Background: an optimization exercise with open tools, aiming at small area. Do not read the settings as production practice.
In this exercise RTL edits were held to simulation tests only and were not proved equivalent to the original.
No activity file was given, so power comes from the tool's default toggle rates.

==> flow/design.v (excerpt) <==
module gpio_top (
   input  logic        PCLK,
   input  logic        aresetn,
   input  logic        psel_i,
   input  logic        penable_i,
   input  logic        pwrite_i,
   input  logic [7:0]  paddr_i,
   input  logic [31:0] pwdata_i,
   output logic [31:0] prdata_o,
   output logic        pready_o,
   output logic        pslverr_o,
   input  logic [31:0] gpio_in_i,
   output logic [31:0] gpio_out_o,
   output logic [31:0] gpio_oe_o,
   output logic [31:0] int_o,
   output logic        int_or_o
);
   localparam int n = gpio_pkg::gpio_max;
   assign pready_o  = 1'b1;
   assign pslverr_o = 1'b0;
   logic          wr_en;
   logic          hit_intr;
   logic          hit_gpin;
   logic          hit_gpout;
   assign wr_en     = psel_i & penable_i & pwrite_i;
   assign hit_intr  = (paddr_i == gpio_pkg::addr_intr);
   assign hit_gpin  = (paddr_i == gpio_pkg::addr_gpin);
   assign hit_gpout = (paddr_i == gpio_pkg::addr_gpout);
   logic [n-1:0] gpin1;
   logic [n-1:0] cur;
   logic [n-1:0] prev;
   always_ff @(posedge PCLK or negedge aresetn)
   begin
      if (!aresetn)
      begin
         gpin1 <= '0;
         cur   <= '0;
      end
      else
      begin
         gpin1 <= gpio_in_i;
         cur   <= gpin1;
      end
   end
   always_ff @(posedge PCLK)
      prev <= cur;
   localparam int gs    = 4;    
   localparam int gb    = 2;    
   localparam int n_grp = n / gs;
   logic [7:0]       cfg_q [n];
   logic [n_grp-1:0] grp_hit;
   logic [n_grp-1:0] grp_ok;
   logic [gs-1:0]    pos_hit;
   logic [7:0]       cfg_d [gs];
   logic [n-1:0]     cfg_ok;
   logic [n-1:0]     out_en;
   logic [n-1:0]     in_en;
   logic [n-1:0]     oe_en;
   logic [n-1:0]     int_en;
   for (genvar p = 0; p < gs; p++)
   begin : g_pos
      assign pos_hit[p] = (paddr_i[2 +: gb] == gb'(p));
      assign cfg_d[p]   = pwdata_i[7:0] & {8{pos_hit[p]}};
   end
   for (genvar g = 0; g < n_grp; g++)
   begin : g_grp
      assign grp_hit[g] = wr_en & ~paddr_i[7] & (paddr_i[6:2+gb] == (5-gb)'(g));
      always_ff @(posedge PCLK or negedge aresetn)
      begin
         if (!aresetn)
            grp_ok[g] <= 1'b0;
         else
            grp_ok[g] <= grp_ok[g] | grp_hit[g];
      end
   end
   for (genvar i = 0; i < n; i++)
   begin : g_cfg
  ...
export LEC_CHECK = 0
export CAP_MARGIN = 20
export CORE_MARGIN = 2
export CORE_UTILIZATION = 70
export SETUP_SLACK_MARGIN = 0.1
export SLEW_MARGIN = 20
create_clock -name core_clock -period 5.0 [get_ports {PCLK}]
standard.sh (not shown) runs the stock make flow with config.mk's settings and CLKGATE_MAP_FILE= SYNTH_SCRIPT=/design/flow/synth_recipe.tcl, a recipe that flattens the netlist after the stock synthesis.
==> flow/flow/run.sh <==
#!/bin/bash
# Standard layout with three changes:
# * the combinational logic of the standard synthesis is mapped again with
#   an area-oriented ABC script (flip-flops keep their cells and names);
# * the port buffers are the smallest buffer;
# * the clock tree uses larger sink clusters and no dummy loads.
set -euo pipefail
here=$(pwd)
res=$here/orfs/results/${FLOW_PLATFORM}/gpio_top/base
lib=$FLOW_HOME/platforms/${FLOW_PLATFORM}/lib/sky130_fd_sc_hd__tt_025C_1v80.lib
yosys_bin=$FLOW_HOME/../tools/install/yosys/bin/yosys
[[ -x $yosys_bin ]] || yosys_bin=yosys

export BUFFER_PORTS_ARGS="-buffer_cell sky130_fd_sc_hd__buf_1"
export CTS_ARGS="-sink_clustering_enable -repair_clock_nets -dont_use_dummy_load -sink_clustering_size 14 -sink_clustering_max_diameter 50 -buf_list {sky130_fd_sc_hd__clkbuf_4 sky130_fd_sc_hd__clkbuf_8}"

# standard synthesis netlist
bash standard.sh synth > synth_flow.log 2>&1
cp "$res/1_2_yosys.v" "$here/standard_synth.v"

# area re-mapping of the combinational logic
RS_LIB=$lib RS_IN=$here/standard_synth.v RS_OUT=$here/resynth.v \
RS_ABC=$here/flow/area.abc RS_CONSTR=$here/flow/abc.constr RS_STAT=$here/resynth_stat.txt \
  "$yosys_bin" -c "$here/flow/resynth.tcl" > resynth.log 2>&1
cp "$here/resynth.v" "$res/1_2_yosys.v"
touch "$res/1_2_yosys.v"

# rest of the layout
bash standard.sh > standard_flow.log 2>&1
Other scripts of this flow, unchanged in this note and not shown: flow/flow/abc.constr, flow/flow/area.abc, flow/flow/resynth.tcl
Rerun with:
Settings changed: CORE_UTILIZATION 70 to 65.
Outcome: First-iteration DRC count is lower by 11%; routed wire length is lower by 2.3%; non-clock buffer count is higher by 1; total power is lower by 1.3%; combinational power is lower by about 1%.

========
nickel:
gpio_top, a different RTL version from the one above (not shown whole).
Size in the first run: ~510 flip-flops, about 0.021 mm2 of cells after synthesis.
Settings: LEC_CHECK=0, CAP_MARGIN=20, CORE_MARGIN=2, CORE_UTILIZATION=40, SLEW_MARGIN=20; clock period 5.0 ns.
run.sh (not shown) runs the stock make flow with config.mk's settings and CLKGATE_MAP_FILE= SYNTH_SCRIPT=/design/flow/synth_recipe.tcl, a recipe that flattens the netlist after the stock synthesis.
Stock flow here: none of the scripts above is used.
nickel ran to completion and came out clean on the timing, design-rule and antenna checks.
Changes in zinc relative to nickel:
Settings: GPL_TIMING_DRIVEN: unset -> 0; CTS_BUF_LIST: unset -> sky130_fd_sc_hd__clkbuf_2 sky130_fd_sc_hd__clkbuf_4 sky130_fd_sc_hd__clkbuf_8.
==> results.txt <==
Setup slack of the most critical reg-to-reg path (zinc over nickel): decrease, 570 ps. Lower number of vias per cell after detailed routing goes to nickel over zinc. nickel → zinc: clock-buffer cell count +79; met2 track utilization from global routing has decreased; post-route setup TNS shrank by 62 ps; hold slack shrank by 93 ps. Clock distribution area overhead in the final layout for zinc: 0.39 points up relative to nickel. Ran to the end and failed final checks on negative setup slack: zinc. Lower post-route clock period utilization among nickel and zinc: nickel.
Inputs modified between zinc and tundra:
==> flow/flow/run.sh (new file) <==
#!/bin/bash
# Standard layout, with the port buffers made from the smallest buffer.
set -euo pipefail
export BUFFER_PORTS_ARGS="-buffer_cell sky130_fd_sc_hd__buf_1"
bash standard.sh > standard_flow.log 2>&1
==> flow/standard.sh (new file) <==
#!/bin/bash
# synth_recipe.tcl (not shown) runs the flow's synth.tcl, then flattens the netlist and writes it again
# the make line also repeats each setting of config.mk as NAME=value (left out here)
make -C /OpenROAD-flow-scripts/flow DESIGN_CONFIG=/design/flow/config.mk WORK_HOME=/design/flow/orfs CLKGATE_MAP_FILE= SYNTH_SCRIPT=/design/flow/synth_recipe.tcl "${@:-finish}"
removed: flow/run.sh
Notes after the runs:
- tundra: flow complete, layout not clean; failing: negative setup slack
- zinc -> stages 100% | layout checks FAIL | negative setup slack
- Compared to zinc, tundra reaches a lower achievable clock.
- As of tundra, area of the multi-input gates had fallen by a few percent compared to zinc.
- tundra vs zinc, combinational-cell power consumption went down by 13%.
- Category of the critical setup timing path: reg -> out -> zinc, in -> out -> tundra
- zinc → tundra: total negative slack for setup checks shrank by 200 ps, layout overhead on the synthesized area shrank by 7.0 points, row count held steady, count of cell instances traversed by the critical path grew by 4.
- Between zinc and tundra, the cell count went up.
- Looking at total power, tundra sits 0.12 mW below zinc.
- Share of the final layout cell area in multi-input gates ended up 0.84 points higher on tundra than on zinc.

==> port drivers added, routing unchanged <==
No port has a modelled driver above. Below, the same layouts with a new extraction and two added sets of constraints. Step 1 assumes that a clkbuf_16 drives the clock port and a buf_2 every other input. Step 2 times the ports against the registers' clock, not the clock port: input delays grow and output delays shrink by t, the midpoint of the rising clock arrivals with the driver on. Three values: ideal, step 1, step 2; two values: the first two.
run	t, ns	slack for setup (ns)	worst setup path after step 2	pins driven straight from the clock port
the first run of note 1	0.639	0.136 / 0.083 / 0.184	input to output	1
the second run of note 1	0.639	0.113 / 0.062 / 0.062	input to output	1
nickel	0.665	0.065 / 0.037 / 0.037	input to output	1
zinc	0.756	-0.031 / -0.086 / -0.060	input to output	1
tundra	0.760	-0.144 / -0.176 / -0.176	input to output	1
The setup slack of the second run of note 1, which loses most, moves by -0.051 ns with the drivers and by -0.051 ns with both steps.
